This design comes from an exercise in tuning for small area and a short achievable clock period on the open sky130 flow, not from production work.
Only simulation tests tie the RTL to the original design; equivalence was not proved.

File: design/flow/config.mk
export PLATFORM = sky130hd
export DESIGN_NAME = mac_top
export DESIGN_NICKNAME = mac_top
export VERILOG_FILES = /design/flow/design.v
export SDC_FILE = /design/flow/constraint.sdc
export NUM_CORES = 4
export LEC_CHECK = 0
export CAP_MARGIN = 20
export CORE_MARGIN = 2
export CORE_UTILIZATION = 40
export SLEW_MARGIN = 20
File: design/flow/constraint.sdc
create_clock -name core_clock -period 10.0 [get_ports {clk}]
set_input_delay 2.0000 -clock core_clock [delete_from_list [all_inputs] [get_ports {clk}]]
set_output_delay 2.0000 -clock core_clock [all_outputs]
set_load 0.01 [all_outputs]
File: design/flow/design.v
`timescale 1ns/1ps
package mac_pkg;
   typedef enum logic [1:0] {
      MAC_LOAD  = 2'd0,    
      MAC_ACC   = 2'd1,    
      MAC_SUB   = 2'd2,    
      MAC_CLEAR = 2'd3     
   } mac_op_e;
   typedef struct packed {
      logic    valid;      
      mac_op_e op;         
   } mac_issue_t;
endpackage
`timescale 1ns/1ps
module mac_ctrl (
   input  logic                clk,
   input  logic                rst_n,
   input  logic                activate_mac,   
   input  mac_pkg::mac_op_e    op,
   output logic                operand_en,     
   output mac_pkg::mac_issue_t issue           
);
   logic       act_q;       
   mac_pkg::mac_issue_t issue_d;     
   mac_pkg::mac_issue_t issue_q;
   assign operand_en = activate_mac ^ act_q;
   always_ff @(posedge clk or negedge rst_n) begin
      if (!rst_n) begin
         act_q <= 1'b0;
      end else begin
         act_q <= activate_mac;     
      end
   end
   always_comb begin
      issue_d.valid = operand_en;
      issue_d.op    = issue_q.op;
      if (operand_en) begin
         issue_d.op = op;           
      end
   end
   always_ff @(posedge clk or negedge rst_n) begin
      if (!rst_n) begin
         issue_q.valid <= 1'b0;
         issue_q.op    <= mac_pkg::MAC_LOAD;
      end else begin
         issue_q <= issue_d;
      end
   end
   assign issue = issue_q;
endmodule
`timescale 1ns/1ps
module mac_mult_stage #(
   parameter int A_WIDTH = 18,
   parameter int B_WIDTH = 18,
   parameter int P_WIDTH = 48
) (
   input  logic                      clk,
   input  logic                      rst_n,
   input  logic                      operand_en,    
   input  logic signed [A_WIDTH-1:0] data_a,
   input  logic signed [B_WIDTH-1:0] data_b,
   output logic signed [P_WIDTH-1:0] product       
);
   localparam int M_WIDTH = A_WIDTH + B_WIDTH;
   logic signed [A_WIDTH-1:0] a_q;
   logic signed [B_WIDTH-1:0] b_q;
   logic signed [M_WIDTH-1:0] mult;
   always_ff @(posedge clk or negedge rst_n) begin
      if (!rst_n) begin
         a_q <= '0;
         b_q <= '0;
      end else if (operand_en) begin
         a_q <= data_a;
         b_q <= data_b;
      end
   end
   assign mult = a_q * b_q;
   assign product = P_WIDTH'(mult);
endmodule
`timescale 1ns/1ps
module mac_accumulator #(
   parameter int P_WIDTH = 48
) (
   input  logic                      clk,
   input  logic                      rst_n,
   input  mac_pkg::mac_issue_t       issue,      
   input  logic signed [P_WIDTH-1:0] product,    
   output logic signed [P_WIDTH-1:0] data_p,
   output logic                      p_valid     
);
   logic signed [P_WIDTH-1:0] p_q;       
   logic signed [P_WIDTH-1:0] p_sum;
   logic signed [P_WIDTH-1:0] p_diff;
   logic signed [P_WIDTH-1:0] p_next;    
   logic                      valid_q;
   assign p_sum  = p_q + product;
   assign p_diff = p_q - product;
   always_comb begin
      case (issue.op)
         mac_pkg::MAC_LOAD:  p_next = product;       
         mac_pkg::MAC_ACC:   p_next = p_sum;
         mac_pkg::MAC_SUB:   p_next = p_diff;
         mac_pkg::MAC_CLEAR: p_next = '0;            
         default:   p_next = p_q;
      endcase
   end
   always_ff @(posedge clk or negedge rst_n) begin
      if (!rst_n) begin
         p_q <= '0;
      end else if (issue.valid) begin
         p_q <= p_next;
      end
   end
   always_ff @(posedge clk or negedge rst_n) begin
      if (!rst_n) begin
         valid_q <= 1'b0;
      end else begin
         valid_q <= issue.valid;
      end
   end
   assign data_p  = p_q;
   assign p_valid = valid_q;
endmodule
`timescale 1ns/1ps
module mac_top #(
   parameter int A_WIDTH = 18,    
   parameter int B_WIDTH = 18,    
   parameter int P_WIDTH = 48     
) (
   input  logic                      clk,
   input  logic                      rst_n,
   input  logic signed [A_WIDTH-1:0] data_a,
   input  logic signed [B_WIDTH-1:0] data_b,
   input  mac_pkg::mac_op_e          op,
   input  logic                      activate_mac,   
   output logic signed [P_WIDTH-1:0] data_p,
   output logic                      p_valid
);
   logic                      operand_en;    
   mac_pkg::mac_issue_t                issue;         
   logic signed [P_WIDTH-1:0] product;       
   mac_ctrl u_ctrl (
      .clk          (clk),
      .rst_n        (rst_n),
      .activate_mac (activate_mac),
      .op           (op),
      .operand_en   (operand_en),
      .issue        (issue)
   );
   mac_mult_stage #(
      .A_WIDTH (A_WIDTH),
      .B_WIDTH (B_WIDTH),
      .P_WIDTH (P_WIDTH)
   ) u_mult (
      .clk        (clk),
      .rst_n      (rst_n),
      .operand_en (operand_en),
      .data_a     (data_a),
      .data_b     (data_b),
      .product    (product)
   );
   mac_accumulator #(
      .P_WIDTH (P_WIDTH)
   ) u_acc (
      .clk     (clk),
      .rst_n   (rst_n),
      .issue   (issue),
      .product (product),
      .data_p  (data_p),      
      .p_valid (p_valid)
   );
endmodule
File: design/flow/run.sh
#!/bin/bash
# synth_recipe.tcl (not shown) runs the flow's synth.tcl, then flattens the netlist and writes it again
# the make line also repeats each setting of config.mk as NAME=value (left out here)
make -C /OpenROAD-flow-scripts/flow DESIGN_CONFIG=/design/flow/config.mk WORK_HOME=/design/flow/orfs CLKGATE_MAP_FILE= SYNTH_SCRIPT=/design/flow/synth_recipe.tcl finish
==> results.sh <==
export IMPL_status="complete, no violations"
export IMPL_rrSetupSlack_ns=0.37
export IMPL_rows=81
export IMPL_mostFrequentLayoutCells="389 x inv_1, 330 x fa_1, 203 x nand2_1"
export IMPL_cts_clk_slew_worst_paths_ns=0.08
export IMPL_post_drt_via_cell_ratio=5.28
export IMPL_final_area_sq_um=21600
export IMPL_relSlewSlack_pct=45.0
export IMPL_diodes=0
export IMPL_fin_crit_sh_pct=96.3
export IMPL_dieArea_sq_um=50900
export IMPL_tightest_slew_ns=0.825
export IMPL_yosys_area_share_simple_pct=16.2
export IMPL_nNetsFinal=2763
export IMPL_cp_common_cell="fa_1"
export IMPL_endpoint="u_acc.p_q[47]"
export IMPL_ys_ff_latch=89
export IMPL_wl_per_cell_microns=18.1
export IMPL_fin_worst_skew_ns=0.0149
export IMPL_cp_arrival_ns=9.95
export IMPL_drv_cap=0
export IMPL_numPortBuffers=89
export IMPL_path_max_fanout=11
export IMPL_final_max_slew_viol_count=0
export IMPL_drtIter0Drc=1083
export IMPL_clockBufferDepth=2
export IMPL_drive_above_1_share_pct=7.19
export IMPL_track_usage_pct=22.0
export IMPL_wl_microns=52800
export IMPL_clk_latency_ns=0.40
export IMPL_fin_cells=2918
export IMPL_num_vias=15400
export IMPL_critPathCaptureType="register"
export IMPL_rr_worst_depth=35
export IMPL_grt_pass1_wl_microns=88200
export IMPL_finalHoldViolCount=0
export IMPL_die_x_microns=226
export IMPL_finalCriticalPeriod_ns=9.63
export IMPL_syn_area_sq_um=19600
export IMPL_drc=0
export IMPL_finalSetupTns_ns=0
export IMPL_tritoncts="yes"
export IMPL_routabilityCongestion=0.902
export IMPL_timing_fmax_ghz=0.104
export IMPL_synth_compound_area_share_pct=13.5
export IMPL_dieHeight_microns=226
export IMPL_ios=90
export IMPL_reg2reg_to="u_acc.p_q[47]"
export IMPL_max_stage_delay_ns=0.56
export IMPL_startpoint="u_mult.b_q[3]"
export IMPL_synth_xor_area_share_pct=4.50
export IMPL_fin_util_pct=44.3
export IMPL_syn2layout_area_growth_pct=10.1
export IMPL_antenna_left=0
export IMPL_r2r_start="u_mult.b_q[3]"
export IMPL_cp_slowest_cell="dfrtp_4"
export IMPL_dpl_cell_area_sq_um=21200
export IMPL_dp_hpwl_microns=42200
export IMPL_htree_levels=3
export IMPL_synth_top_family_by_area="adder cells"
export IMPL_grt_pass1_vias=16300
export IMPL_clock_root_buffer="clkbuf_16"
export IMPL_yosysUniqueCellTypes=90
export IMPL_clock_sinks=89
export IMPL_synth_flop_cell="dfrtp_1"
export IMPL_post_synth_mux_area_share_pct=2.33
export IMPL_syn_inst=2215
export IMPL_hp_start="u_acc.p_q[34]"
export IMPL_cts_made_buffers=9
export IMPL_final_setup_viol_count=0
export IMPL_yosysWarnings=3
export IMPL_antenna_found_initial=0
export IMPL_rsz0062_at_grt="no"
export IMPL_final_common_cell="inv_1"
export IMPL_async_flop_share_pct=100
export IMPL_crit_path_start_kind="register"
export IMPL_drtPass1Iterations=5
export IMPL_syn_area_per_cell_sq_um=8.87
export IMPL_start_util_pct=40.3
export IMPL_required_ns=10.33
export IMPL_synth_edf_count=0
export IMPL_core_sq_um=48700
export IMPL_syn_nets=2729
export IMPL_hold_path_class="register to register"
export IMPL_crit_type="register to register"
export IMPL_grt_max_degree=58
export IMPL_grt_ovfl_total=0
export IMPL_synth_adder_area_share_pct=42.7
export IMPL_dp_cells=2901
export IMPL_yosysSeqAreaShare_pct=11.3
[final cells by class]
| class | instances | area [sq um] |
|---|---|---|
| Tap cell | 664 | 831 |
| Multi-Input combinational cell | 1639 | 15600 |
| Clock inverter | 6 | 82.6 |
| Clock buffer | 10 | 229 |
| Fill cell | 4786 | 27100 |
| Sequential cell | 89 | 2270 |
| Inverter | 390 | 1460 |
| Timing Repair Buffer | 120 | 1120 |
[state kept, by name (all words and copies together) (netlist names)]
signal / count
u_acc.valid_q: 1
u_mult.b_q: 18
u_mult.a_q: 18
u_ctrl.issue_q: 3
u_acc.p_q: 48
u_ctrl.act_q: 1
[what timing repair did]
action | in CTS | in global routing
hold buffers | 0 | 0
setup buffers | 0 | 1
gates resized for setup | 0 | 40
endpoints found under the setup margin | 0 | 6
[metal layers]
layer / track usage [%] / part of all wire (%)
met1: 31.4 / 47
met2: 34.8 / 45
met3: 3.68 / 5.5
met4: 5.53 / 2.1
met5: 0 / 0
[stage by stage]
step	worst slack [ns]	hold slack [ns]
floorplan	0.994	0.432
global placement	0.445	0.521
detailed placement	0.295	0.520
CTS	0.219	0.551
global route	0.00427	0.584
finish	0.373	0.538
[synthesized netlist by cell type (10+ instances only)]
| master | instances | area share (%) |
|---|---|---|
| nand2b_1 | 14 | 0.45 |
| nor2_1 | 118 | 2.3 |
| nand4_1 | 12 | 0.38 |
| inv_1 | 389 | 7.4 |
| o21ai_0 | 55 | 1.4 |
| nand3_1 | 20 | 0.51 |
| o21bai_1 | 10 | 0.38 |
| and3_1 | 12 | 0.38 |
| dfrtp_1 | 89 | 11 |
| xor2_1 | 25 | 1.1 |
| fa_1 | 330 | 34 |
| clkbuf_1 | 86 | 1.6 |
| nor3_1 | 17 | 0.43 |
| o21a_1 | 22 | 0.84 |
| mux2_2 | 38 | 2.2 |
| a22oi_1 | 22 | 0.84 |
| ha_1 | 143 | 9.1 |
| nor2b_1 | 13 | 0.41 |
| a31oi_1 | 14 | 0.45 |
| a211oi_1 | 14 | 0.54 |
| nand2_1 | 203 | 3.9 |
| a21oi_1 | 129 | 3.3 |
| a21o_1 | 38 | 1.5 |
| and2_1 | 171 | 5.4 |
| xnor2_1 | 76 | 3.4 |
[critical path, delay by kind of cell (launching register included)]
family,cells,cell delay (ns)
buffers and inverters,5,0.42
XOR/XNOR,1,0.17
flip-flops,1,0.56
AO/OA/AOI/OAI,10,2.18
multiplexers,1,0.38
adder cells (fa/ha/maj),8,3.84
AND/OR/NAND/NOR,10,1.98
[cell families (layout without fill, tap and decap cells)]
family,after synthesis,count (layout)
compound gates,395,395
xor+xnor,101,101
fa+ha+maj,473,473
buf+inv,487,526
flops,89,89
mux,41,41
simple gates,629,629
[how the worst min path moves through the flow]
stage	end	slack, ns	depth (start not counted)
after floorplan	u_acc.valid_q	0.43	0
after global placement	u_acc.p_q[41]	0.52	2
after detailed placement	u_acc.p_q[34]	0.52	1
after CTS	u_acc.p_q[34]	0.55	1
after global routing	u_acc.p_q[38]	0.58	2
final	u_acc.p_q[34]	0.54	1

==> separate check: timing with driven ports <==
The flow's constraints put no driver on any port. The routed layout listed below was extracted and timed again, unchanged, in two steps. Step 1 assumes that a clkbuf_16 drives the clock port and a buf_2 every other input. Step 2 adds t to the input delays and takes it off the output delays; t is the mean of the earliest and latest rising clock arrival at the registers after step 1. Input paths then give back, and output paths get back, about the clock's delay inside the block. Slacks: ideal / step 1 / step 2; pairs: ideal / step 1.
t, ns: 0.448
slack for setup (ns): 0.373 / 0.373 / 0.373
latest minus earliest clock arrival (ns): 0.016 / 0.016
worst slew at a driven data input, ns: 0.05
cell pins on the clock port's net: 1
After both steps setup and hold are still met in this run. For this run, drivers alone change the setup slack by 0.000 ns; drivers and shift together by 0.000 ns.
